Source: an optimization exercise on an open RTL-to-GDS flow (aim: small area). Production flows keep margins and buffers that such runs may drop.
Function was checked by simulation only, so behaviour that the tests miss may differ from the original.

[design/flow/design.v]
`timescale 1ns/1ps
`default_nettype none
package rv_pkg;
   localparam int XLEN       = 32;
   localparam int REG_COUNT  = 32;
   localparam int IMEM_WORDS = 64;
   typedef logic [XLEN-1:0]               word_t;
   typedef logic [$clog2(REG_COUNT)-1:0]  reg_idx_t;
   typedef logic [$clog2(IMEM_WORDS)-1:0] imem_addr_t;
   typedef logic [6:0]                    opcode_t;
   localparam opcode_t OPC_OP     = 7'b0110011;
   localparam opcode_t OPC_OP_IMM = 7'b0010011;
   localparam opcode_t OPC_LUI    = 7'b0110111;
   localparam opcode_t OPC_AUIPC  = 7'b0010111;
   localparam opcode_t OPC_JAL    = 7'b1101111;
   localparam opcode_t OPC_BRANCH = 7'b1100011;
   typedef enum logic [4:0] {
      OP_ADD, OP_SUB, OP_AND, OP_OR, OP_XOR,
      OP_SLL, OP_SRL, OP_SRA, OP_SLT, OP_SLTU,
      OP_ADDI, OP_ANDI, OP_ORI, OP_XORI,
      OP_SLLI, OP_SRLI, OP_SRAI, OP_SLTI, OP_SLTIU,
      OP_LUI, OP_AUIPC, OP_JAL,
      OP_BEQ, OP_BNE, OP_BLT, OP_BGE, OP_BLTU, OP_BGEU,
      OP_ILLEGAL
   } alu_op_e;
   typedef enum logic [1:0] {
      IDLE,
      ACK,
      WAIT_DROP
   } readout_state_e;
endpackage
`default_nettype wire
`timescale 1ns/1ps
`default_nettype none
module instr_fetch (
   input  logic               clk,
   input  logic               arst_n,
   input  logic               run,
   input  logic               load_req,
   input  rv_pkg::imem_addr_t load_addr,
   input  rv_pkg::word_t      load_data,
   output logic               load_ack,
   input  rv_pkg::word_t      next_pc,
   output rv_pkg::word_t      pc,
   output rv_pkg::word_t      instr,
   output logic               halted
);
   rv_pkg::word_t      imem [rv_pkg::IMEM_WORDS];
   rv_pkg::imem_addr_t fetch_addr;
   logic               load_accept;
   logic               stepping;
   logic               self_jump;
   assign load_accept = load_req & ~load_ack & ~run;
   always_ff @(posedge clk) begin
      if (load_accept) begin
         imem[load_addr] <= load_data;
      end
   end
   always_ff @(posedge clk or negedge arst_n) begin
      if (!arst_n) begin
         load_ack <= 1'b0;
      end else if (load_accept) begin
         load_ack <= 1'b1;
      end else if (!load_req) begin
         load_ack <= 1'b0;
      end
   end
   assign fetch_addr = pc[2 +: $clog2(rv_pkg::IMEM_WORDS)];
   assign instr      = imem[fetch_addr];
   assign self_jump = (instr[6:0] == rv_pkg::OPC_JAL) && (instr[31:12] == '0);
   assign stepping = run & ~halted;
   always_ff @(posedge clk or negedge arst_n) begin
      if (!arst_n) begin
         pc     <= '0;
         halted <= 1'b0;
      end else if (stepping) begin
         pc <= next_pc;
         if (self_jump) begin
            halted <= 1'b1;
         end
      end
   end
endmodule
`default_nettype wire
`timescale 1ns/1ps
`default_nettype none
module rv_decoder (
   input  rv_pkg::word_t    instr,
   output rv_pkg::alu_op_e  dec_op,
   output rv_pkg::reg_idx_t dec_rd,
   output rv_pkg::reg_idx_t dec_rs1,
   output rv_pkg::reg_idx_t dec_rs2,
   output rv_pkg::word_t    dec_imm,
   output logic             dec_wr_en
);
   rv_pkg::opcode_t opcode;
   logic [2:0]      funct3;
   logic            f7_bit5;
   rv_pkg::word_t   imm_i;
   rv_pkg::word_t   imm_u;
   rv_pkg::word_t   imm_b;
   rv_pkg::word_t   imm_j;
   rv_pkg::alu_op_e op_dec;
   rv_pkg::word_t   imm_dec;
   logic            writes_rd;
   assign opcode  = instr[6:0];
   assign funct3  = instr[14:12];
   assign f7_bit5 = instr[30];
   assign dec_rd  = instr[11:7];
   assign dec_rs1 = instr[19:15];
   assign dec_rs2 = instr[24:20];
   assign imm_i = {{21{instr[31]}}, instr[30:20]};
   assign imm_u = {instr[31:12], 12'b0};
   assign imm_b = {{20{instr[31]}}, instr[7], instr[30:25], instr[11:8], 1'b0};
   assign imm_j = {{12{instr[31]}}, instr[19:12], instr[20], instr[30:21], 1'b0};
   always_comb begin
      op_dec    = rv_pkg::OP_ILLEGAL;
      imm_dec   = '0;
      writes_rd = 1'b0;
      case (opcode)
         rv_pkg::OPC_OP: begin
            writes_rd = 1'b1;
            case ({f7_bit5, funct3})
               4'b0_000: op_dec = rv_pkg::OP_ADD;
               4'b1_000: op_dec = rv_pkg::OP_SUB;
               4'b0_001: op_dec = rv_pkg::OP_SLL;
               4'b0_010: op_dec = rv_pkg::OP_SLT;
               4'b0_011: op_dec = rv_pkg::OP_SLTU;
               4'b0_100: op_dec = rv_pkg::OP_XOR;
               4'b0_101: op_dec = rv_pkg::OP_SRL;
               4'b1_101: op_dec = rv_pkg::OP_SRA;
               4'b0_110: op_dec = rv_pkg::OP_OR;
               4'b0_111: op_dec = rv_pkg::OP_AND;
               default:  op_dec = rv_pkg::OP_ILLEGAL;
            endcase
         end
         rv_pkg::OPC_OP_IMM: begin
            writes_rd = 1'b1;
            imm_dec   = imm_i;
            case (funct3)
               3'b000:  op_dec = rv_pkg::OP_ADDI;
               3'b001:  op_dec = f7_bit5 ? rv_pkg::OP_ILLEGAL : rv_pkg::OP_SLLI;
               3'b010:  op_dec = rv_pkg::OP_SLTI;
               3'b011:  op_dec = rv_pkg::OP_SLTIU;
               3'b100:  op_dec = rv_pkg::OP_XORI;
               3'b101:  op_dec = f7_bit5 ? rv_pkg::OP_SRAI : rv_pkg::OP_SRLI;
               3'b110:  op_dec = rv_pkg::OP_ORI;
               default: op_dec = rv_pkg::OP_ANDI;
            endcase
         end
         rv_pkg::OPC_LUI: begin
            writes_rd = 1'b1;
            imm_dec   = imm_u;
            op_dec    = rv_pkg::OP_LUI;
         end
         rv_pkg::OPC_AUIPC: begin
            writes_rd = 1'b1;
            imm_dec   = imm_u;
            op_dec    = rv_pkg::OP_AUIPC;
         end
         rv_pkg::OPC_JAL: begin
            writes_rd = 1'b1;
            imm_dec   = imm_j;
            op_dec    = rv_pkg::OP_JAL;
         end
         rv_pkg::OPC_BRANCH: begin
            imm_dec = imm_b;
            case (funct3)
               3'b000:  op_dec = rv_pkg::OP_BEQ;
               3'b001:  op_dec = rv_pkg::OP_BNE;
               3'b100:  op_dec = rv_pkg::OP_BLT;
               3'b101:  op_dec = rv_pkg::OP_BGE;
               3'b110:  op_dec = rv_pkg::OP_BLTU;
               3'b111:  op_dec = rv_pkg::OP_BGEU;
               default: op_dec = rv_pkg::OP_ILLEGAL;
            endcase
         end
         default: op_dec = rv_pkg::OP_ILLEGAL;
      endcase
   end
   assign dec_op  = op_dec;
   assign dec_imm = imm_dec;
   assign dec_wr_en = writes_rd && (op_dec != rv_pkg::OP_ILLEGAL) && (instr[11:7] != '0);
endmodule
`default_nettype wire
`timescale 1ns/1ps
`default_nettype none
module rv_alu (
   input  rv_pkg::alu_op_e dec_op,
   input  rv_pkg::word_t  dec_imm,
   input  rv_pkg::word_t  src1,
   input  rv_pkg::word_t  src2,
   input  rv_pkg::word_t  pc,
   output rv_pkg::word_t  result,
   output rv_pkg::word_t  next_pc
);
   rv_pkg::word_t                opb;
   rv_pkg::word_t                pc_plus4;
   rv_pkg::word_t                pc_plus_imm;
   logic [2*rv_pkg::XLEN-1:0]    sext_src1;
   rv_pkg::word_t                sra_res;
   logic                         lt_u;
   logic                         lt_s;
   logic                         eq;
   logic                         taken;
   always_comb begin
      case (dec_op)
         rv_pkg::OP_ADDI, rv_pkg::OP_ANDI, rv_pkg::OP_ORI, rv_pkg::OP_XORI,
         rv_pkg::OP_SLLI, rv_pkg::OP_SRLI, rv_pkg::OP_SRAI,
         rv_pkg::OP_SLTI, rv_pkg::OP_SLTIU: opb = dec_imm;
         default:                            opb = src2;
      endcase
   end
   assign eq   = (src1 == opb);
   assign lt_u = (src1 < opb);
   assign lt_s = (src1[rv_pkg::XLEN-1] == opb[rv_pkg::XLEN-1]) ? lt_u : src1[rv_pkg::XLEN-1];
   assign sext_src1 = {{rv_pkg::XLEN{src1[rv_pkg::XLEN-1]}}, src1};
   assign sra_res   = rv_pkg::word_t'(sext_src1 >> opb[4:0]);
   assign pc_plus4    = pc + 32'd4;
   assign pc_plus_imm = pc + dec_imm;
   always_comb begin
      case (dec_op)
         rv_pkg::OP_ADD,  rv_pkg::OP_ADDI:  result = src1 + opb;
         rv_pkg::OP_SUB:                    result = src1 - opb;
         rv_pkg::OP_AND,  rv_pkg::OP_ANDI:  result = src1 & opb;
         rv_pkg::OP_OR,   rv_pkg::OP_ORI:   result = src1 | opb;
         rv_pkg::OP_XOR,  rv_pkg::OP_XORI:  result = src1 ^ opb;
         rv_pkg::OP_SLL,  rv_pkg::OP_SLLI:  result = src1 << opb[4:0];
         rv_pkg::OP_SRL,  rv_pkg::OP_SRLI:  result = src1 >> opb[4:0];
         rv_pkg::OP_SRA,  rv_pkg::OP_SRAI:  result = sra_res;
         rv_pkg::OP_SLT,  rv_pkg::OP_SLTI:  result = {31'b0, lt_s};
         rv_pkg::OP_SLTU, rv_pkg::OP_SLTIU: result = {31'b0, lt_u};
         rv_pkg::OP_LUI:                    result = dec_imm;
         rv_pkg::OP_AUIPC:                  result = pc_plus_imm;
         rv_pkg::OP_JAL:                    result = pc_plus4;
         default:                           result = '0;
      endcase
   end
   always_comb begin
      case (dec_op)
         rv_pkg::OP_BEQ:  taken = eq;
         rv_pkg::OP_BNE:  taken = ~eq;
         rv_pkg::OP_BLT:  taken = lt_s;
         rv_pkg::OP_BGE:  taken = ~lt_s;
         rv_pkg::OP_BLTU: taken = lt_u;
         rv_pkg::OP_BGEU: taken = ~lt_u;
         rv_pkg::OP_JAL:  taken = 1'b1;
         default:         taken = 1'b0;
      endcase
   end
   assign next_pc = taken ? pc_plus_imm : pc_plus4;
endmodule
`default_nettype wire
`timescale 1ns/1ps
`default_nettype none
module reg_file (
   input  logic             clk,
   input  logic             arst_n,
   input  logic             commit,
   input  rv_pkg::reg_idx_t dec_rs1,
   input  rv_pkg::reg_idx_t dec_rs2,
   input  rv_pkg::reg_idx_t dec_rd,
   input  logic             dec_wr_en,
   input  rv_pkg::word_t    wr_data,
   output rv_pkg::word_t    src1,
   output rv_pkg::word_t    src2,
   input  rv_pkg::reg_idx_t peek_index,
   output rv_pkg::word_t    peek_data
);
   rv_pkg::word_t regs [rv_pkg::REG_COUNT];
   always_ff @(posedge clk or negedge arst_n) begin
      if (!arst_n) begin
         for (int i = 0; i < rv_pkg::REG_COUNT; i++) begin
            regs[i] <= rv_pkg::word_t'(i);
         end
      end else if (commit && dec_wr_en) begin
         regs[dec_rd] <= wr_data;
      end
   end
   assign src1      = (dec_rs1 == '0) ? '0 : regs[dec_rs1];
   assign src2      = (dec_rs2 == '0) ? '0 : regs[dec_rs2];
   assign peek_data = (peek_index == '0) ? '0 : regs[peek_index];
endmodule
`default_nettype wire
`timescale 1ns/1ps
`default_nettype none
module reg_readout (
   input  logic             clk,
   input  logic             arst_n,
   input  logic             rd_req,
   input  rv_pkg::reg_idx_t rd_index,
   output logic             rd_ack,
   output rv_pkg::word_t    rd_data,
   output rv_pkg::reg_idx_t peek_index,
   input  rv_pkg::word_t    peek_data
);
   rv_pkg::readout_state_e state;
   rv_pkg::word_t          data_q;
   always_ff @(posedge clk or negedge arst_n) begin
      if (!arst_n) begin
         state <= rv_pkg::IDLE;
      end else begin
         case (state)
            rv_pkg::IDLE:      if (rd_req) state <= rv_pkg::ACK;
            rv_pkg::ACK:       state <= rd_req ? rv_pkg::WAIT_DROP : rv_pkg::IDLE;
            rv_pkg::WAIT_DROP: if (!rd_req) state <= rv_pkg::IDLE;
            default:           state <= rv_pkg::IDLE;
         endcase
      end
   end
   always_ff @(posedge clk) begin
      if (state == rv_pkg::IDLE && rd_req) begin
         data_q <= peek_data;
      end
   end
   assign peek_index = rd_index;
   assign rd_ack     = (state != rv_pkg::IDLE);
   assign rd_data    = data_q;
endmodule
`default_nettype wire
`timescale 1ns/1ps
`default_nettype none
module rv_core_top (
   input  logic               clk,
   input  logic               arst_n,
   input  logic               run,
   input  logic               load_req,
   input  rv_pkg::imem_addr_t load_addr,
   input  rv_pkg::word_t      load_data,
   output logic               load_ack,
   input  logic               rd_req,
   input  rv_pkg::reg_idx_t   rd_index,
   output logic               rd_ack,
   output rv_pkg::word_t      rd_data,
   output logic               halted
);
   rv_pkg::word_t    pc;
   rv_pkg::word_t    instr;
   rv_pkg::word_t    next_pc;
   rv_pkg::word_t    src1;
   rv_pkg::word_t    src2;
   rv_pkg::word_t    result;
   rv_pkg::reg_idx_t peek_index;
   rv_pkg::word_t    peek_data;
   logic             commit;
   rv_pkg::alu_op_e  dec_op;
   rv_pkg::reg_idx_t dec_rd;
   rv_pkg::reg_idx_t dec_rs1;
   rv_pkg::reg_idx_t dec_rs2;
   rv_pkg::word_t    dec_imm;
   logic             dec_wr_en;
   assign commit = run & ~halted;
   instr_fetch u_fetch (
      .clk       (clk),
      .arst_n    (arst_n),
      .run       (run),
      .load_req  (load_req),
      .load_addr (load_addr),
      .load_data (load_data),
      .load_ack  (load_ack),
      .next_pc   (next_pc),
      .pc        (pc),
      .instr     (instr),
      .halted    (halted)
   );
   rv_decoder u_decoder (
      .instr (instr),
      .dec_op    (dec_op),
      .dec_rd    (dec_rd),
      .dec_rs1   (dec_rs1),
      .dec_rs2   (dec_rs2),
      .dec_imm   (dec_imm),
      .dec_wr_en (dec_wr_en)
   );
   rv_alu u_alu (
      .dec_op  (dec_op),
      .dec_imm (dec_imm),
      .src1    (src1),
      .src2    (src2),
      .pc      (pc),
      .result  (result),
      .next_pc (next_pc)
   );
   reg_file u_regs (
      .clk        (clk),
      .arst_n     (arst_n),
      .commit     (commit),
      .dec_rs1    (dec_rs1),
      .dec_rs2    (dec_rs2),
      .dec_rd     (dec_rd),
      .dec_wr_en  (dec_wr_en),
      .wr_data    (result),
      .src1       (src1),
      .src2       (src2),
      .peek_index (peek_index),
      .peek_data  (peek_data)
   );
   reg_readout u_readout (
      .clk        (clk),
      .arst_n     (arst_n),
      .rd_req     (rd_req),
      .rd_index   (rd_index),
      .rd_ack     (rd_ack),
      .rd_data    (rd_data),
      .peek_index (peek_index),
      .peek_data  (peek_data)
   );
endmodule
`default_nettype wire
[design/flow/run.sh]
#!/bin/bash
# synth_recipe.tcl (not shown) runs the flow's synth.tcl, then flattens the netlist and writes it again
# the make line also repeats each setting of config.mk as NAME=value (left out here)
make -C /OpenROAD-flow-scripts/flow DESIGN_CONFIG=/design/flow/config.mk WORK_HOME=/design/flow/orfs CLKGATE_MAP_FILE= SYNTH_SCRIPT=/design/flow/synth_recipe.tcl finish
[design/flow/config.mk]
export PLATFORM = sky130hd
export DESIGN_NAME = rv_core_top
export DESIGN_NICKNAME = rv_core_top
export VERILOG_FILES = /design/flow/design.v
export SDC_FILE = /design/flow/constraint.sdc
export NUM_CORES = 4
export LEC_CHECK = 0
export CAP_MARGIN = 35
export CELL_PAD_IN_SITES_DETAIL_PLACEMENT = 1
export CELL_PAD_IN_SITES_GLOBAL_PLACEMENT = 2
export CORE_MARGIN = 2
export CORE_UTILIZATION = 30
export PLACE_DENSITY = 0.42
export SLEW_MARGIN = 20
[design/flow/constraint.sdc]
create_clock -name core_clock -period 13.0 [get_ports {clk}]
set_input_delay 2.6000 -clock core_clock [delete_from_list [all_inputs] [get_ports {clk}]]
set_output_delay 2.6000 -clock core_clock [all_outputs]
set_load 0.01 [all_outputs]
==> impl_metrics.tcl <==
set metrics [dict create \
    detail_route.wirelength_um 981500 \
    num_rows 260 \
    crit_required_ns 13.90 \
    arrival_ns 13.36 \
    setup_ws_ns 0.5341 \
    fill_cells 52280 \
    max_cap_viol_count 0 \
    initial_core_util 0.3014 \
    clkTransAtPathRegs_ns 0.06 \
    synthToLayoutAreaGrowth_pct 17.29 \
    yosysWarnings 6 \
    preCtsSetupSlack_ns 0.6172 \
    drtPass1Iterations 8 \
    worstHoldEndpoint "u_regs.regs[5][2]" \
    drc_errors 0 \
    end_kind "flip-flop" \
    seq_area_um2 88300 \
    rsz0062_at_grt "false" \
    synth_edf_count 2080 \
    ys_seq_area_frac 0.5835 \
    rr_endpoint "u_regs.regs[19][29]" \
    multi_input_area_um2 59450 \
    syn_area_um2 151300 \
    synth_cell_type_count 145 \
    mostFrequentLayoutCell "edfxtp_1" \
    cts_resized 0 \
    place_congestion 1.006 \
    min_period_ns 12.47 \
    crit_path_max_incr_delay_ns 0.89 \
    synthArstFlopShare 0.3308 \
    dpl.hpwl_um 660300 \
    cp_max_fo 35 \
    hold_path_class "reg2reg" \
    cp-start-kind "flip-flop" \
    die_y_um 714.2 \
    syn-instance-count 11780 \
    h-tree-depth 5 \
    ys.flop_type "edfxtp_1" \
    relSlewSlack 0.1250 \
    root_buffer "clkbuf_16" \
    numCtsBuffers 374 \
    cp_common_cell "buf_4" \
    finalNonFillerCells 19200 \
    grt_pass1_wl_um 1272000 \
    fin_crit_sh 0.9589 \
    tritoncts "yes" \
    grt_overflow 0 \
    drive_gt1_frac 0.2158 \
    hold_depth 2 \
    die_w_um 714.2 \
    critPathKind "reg2reg" \
    cts_sinks 3108 \
    cts-hold-fix-buffers 0 \
    ys_ff_latch 3108 \
    io_buffers 82 \
    r2r_cells 37 \
    status "timing/DRC/antenna clean" \
    clock-skew-final_ns 0.1086 \
    post_drt_via_cell_ratio 6.533 \
    hold_violations 0 \
    grt_pass1_vias 123500 \
    setup_viol 0 \
    clockBufferDepth 4 \
    track_usage 0.3749 \
    synth_fp_nets 11960 \
    slew_violations 0 \
    fin_nets 12300 \
    layout_common_cells "2080 x edfxtp_1, 942 x dfrtp_1, 897 x a21oi_1, 858 x nor2_1, 739 x buf_4" \
    ff2ff_setup_slack_ns 0.53 \
    drt_iter0_markers 17030 \
    vias 125400 \
    core-area_um2 502000 \
    antenna_found_initial 108 \
    clk_latency_ns 1.04 \
    cts_setup_buffers 0 \
    dp.cells 18400 \
    grt_max_degree 143 \
    die_area_um2 510100 \
    r2r-start "u_fetch.pc[2]" \
    tightestPinTransition_ns 1.312 \
    ant_nets 0 \
    synth_area_per_cell_um2 12.84 \
    wl_per_cell_um 51.12 \
    ios 83 \
    hp-start "u_regs.regs[5][2]" \
    clock.fmax_mhz 80.22 \
    finalSetupTns_ns 0 \
    crit_slowest_cell "dfrtp_4" \
]
[how the worst max path moves through the flow]
stage / startpoint / end / depth (start not counted)
CTS: u_fetch.pc[2] / u_regs.regs[30][29] / 38
finish: u_fetch.pc[2] / u_regs.regs[19][29] / 37
global route: u_fetch.pc[2] / u_regs.regs[9][28] / 34
global placement: u_fetch.pc[2] / u_fetch.pc[3] / 33
floorplan: u_fetch.pc[2] / u_regs.regs[12][29] / 40
detailed placement: u_fetch.pc[2] / u_regs.regs[30][29] / 38
[logic make-up after synthesis]
logic type	Yosys count	synth area share
AO/OA/AOI/OAI	3492	0.1652
buffers and inverters	1109	0.03569
AND/OR/NAND/NOR	2702	0.08366
flip-flops	3108	0.5835
adder cells (fa/ha/maj)	135	0.01131
XOR/XNOR	71	0.004110
multiplexers	1164	0.1166
[synthesized netlist by cell type, types with 90 or more instances]
cell      number  area share
a22oi_1      552       0.027
mux4_2       410       0.061
a22o_1       288       0.017
nand4_1      156      0.0064
nor2_1       986       0.024
ha_1         132       0.011
and3_1        91      0.0038
o22ai_1      103      0.0043
a222oi_1      90      0.0060
mux2_2       283       0.021
o21ai_0      297      0.0098
clkbuf_1     558       0.014
a21oi_1      905       0.030
a221oi_1     276       0.016
nand2_1      669       0.017
dfrtp_1      948        0.16
buf_2        217      0.0072
inv_1        125      0.0031
nand3_1      301       0.010
edfxtp_1    2080        0.41
mux2i_1      420       0.028
nor3_1       149      0.0049
[metrics by stage]
stage | hold WS (ns) | utilization | area (um^2)
6_report | 0.5172 | 0.3536 | 177500
2_1_floorplan | 0.4585 | - | 151300
5_1_grt | 0.5345 | 0.3533 | 177300
3_3_place_gp | 0.4970 | 0.3261 | 163700
3_5_place_dp | 0.5055 | 0.3278 | 164500
4_1_cts | 0.5140 | 0.3525 | 177000
[per-layer routing]
metal	GRT usage	share of wire	up-vias
met5	0	0.00030	-
met4	0.2271	0.073	44
met3	0.08696	0.080	2512
met2	0.5809	0.45	7908
met1	0.4769	0.40	67360
li1	-	-	47600
[sequential cells by signal (all words and copies together), names as in the netlist]
signal,cells
u_fetch.imem,2048
u_readout.data_q,32
u_fetch.halted,1
u_readout.state,2
u_regs.regs,992
u_fetch.load_ack,1
u_fetch.pc,32
[cell type report]
type	count	share of cell area
Clock inverter	198	0.01259
Inverter	140	0.002996
Clock buffer	489	0.05749
Sequential cell	3108	0.4976
Timing Repair Buffer	932	0.04608
Multi-Input combinational cell	7564	0.3350
Antenna cell	87	0.001227
Tap cell	6681	0.04710
[worst max-delay path: cells and delay by family (launching register included)]
kind	cells	cell delay, ns
xor gates and xnor gates	1	0.13
DFF	1	0.89
adders and majority gates	1	0.44
AOI/OAI and AO/OA	17	5.27
muxes	2	0.89
and+or+nand+nor	7	2.30
buffers and inverters	9	2.15

static timing again, ports no longer ideal:
In the flow no input, the clock included, has a driving cell. The finished layout below was timed again as built, in two steps. Step 1 (the two cells are an assumption about what drives the block):
set clk [get_ports {clk}]
set_driving_cell -lib_cell sky130_fd_sc_hd__clkbuf_16 $clk
set_driving_cell -lib_cell sky130_fd_sc_hd__buf_2 [delete_from_list [all_inputs] $clk]
Step 2 adds t to the input delays and takes it off the output delays; t is the mean of the earliest and latest rising clock arrival at the registers after step 1. Input paths then give back, and output paths get back, about the clock's delay inside the block. Slacks: ideal ports / drivers / drivers and shift; pairs: ideal ports / drivers.
t, ns: 1.124
setup WS [ns]: 0.534 / 0.534 / 0.534
hold slack, ns: 0.517 / 0.517 / 0.517
latest minus earliest clock arrival (ns): 0.124 / 0.124
worst data-port slew with drivers (ns): 0.36
After both steps setup and hold are still met in this run. The setup slack of this run moves by 0.000 ns with the drivers and by 0.000 ns with both steps.
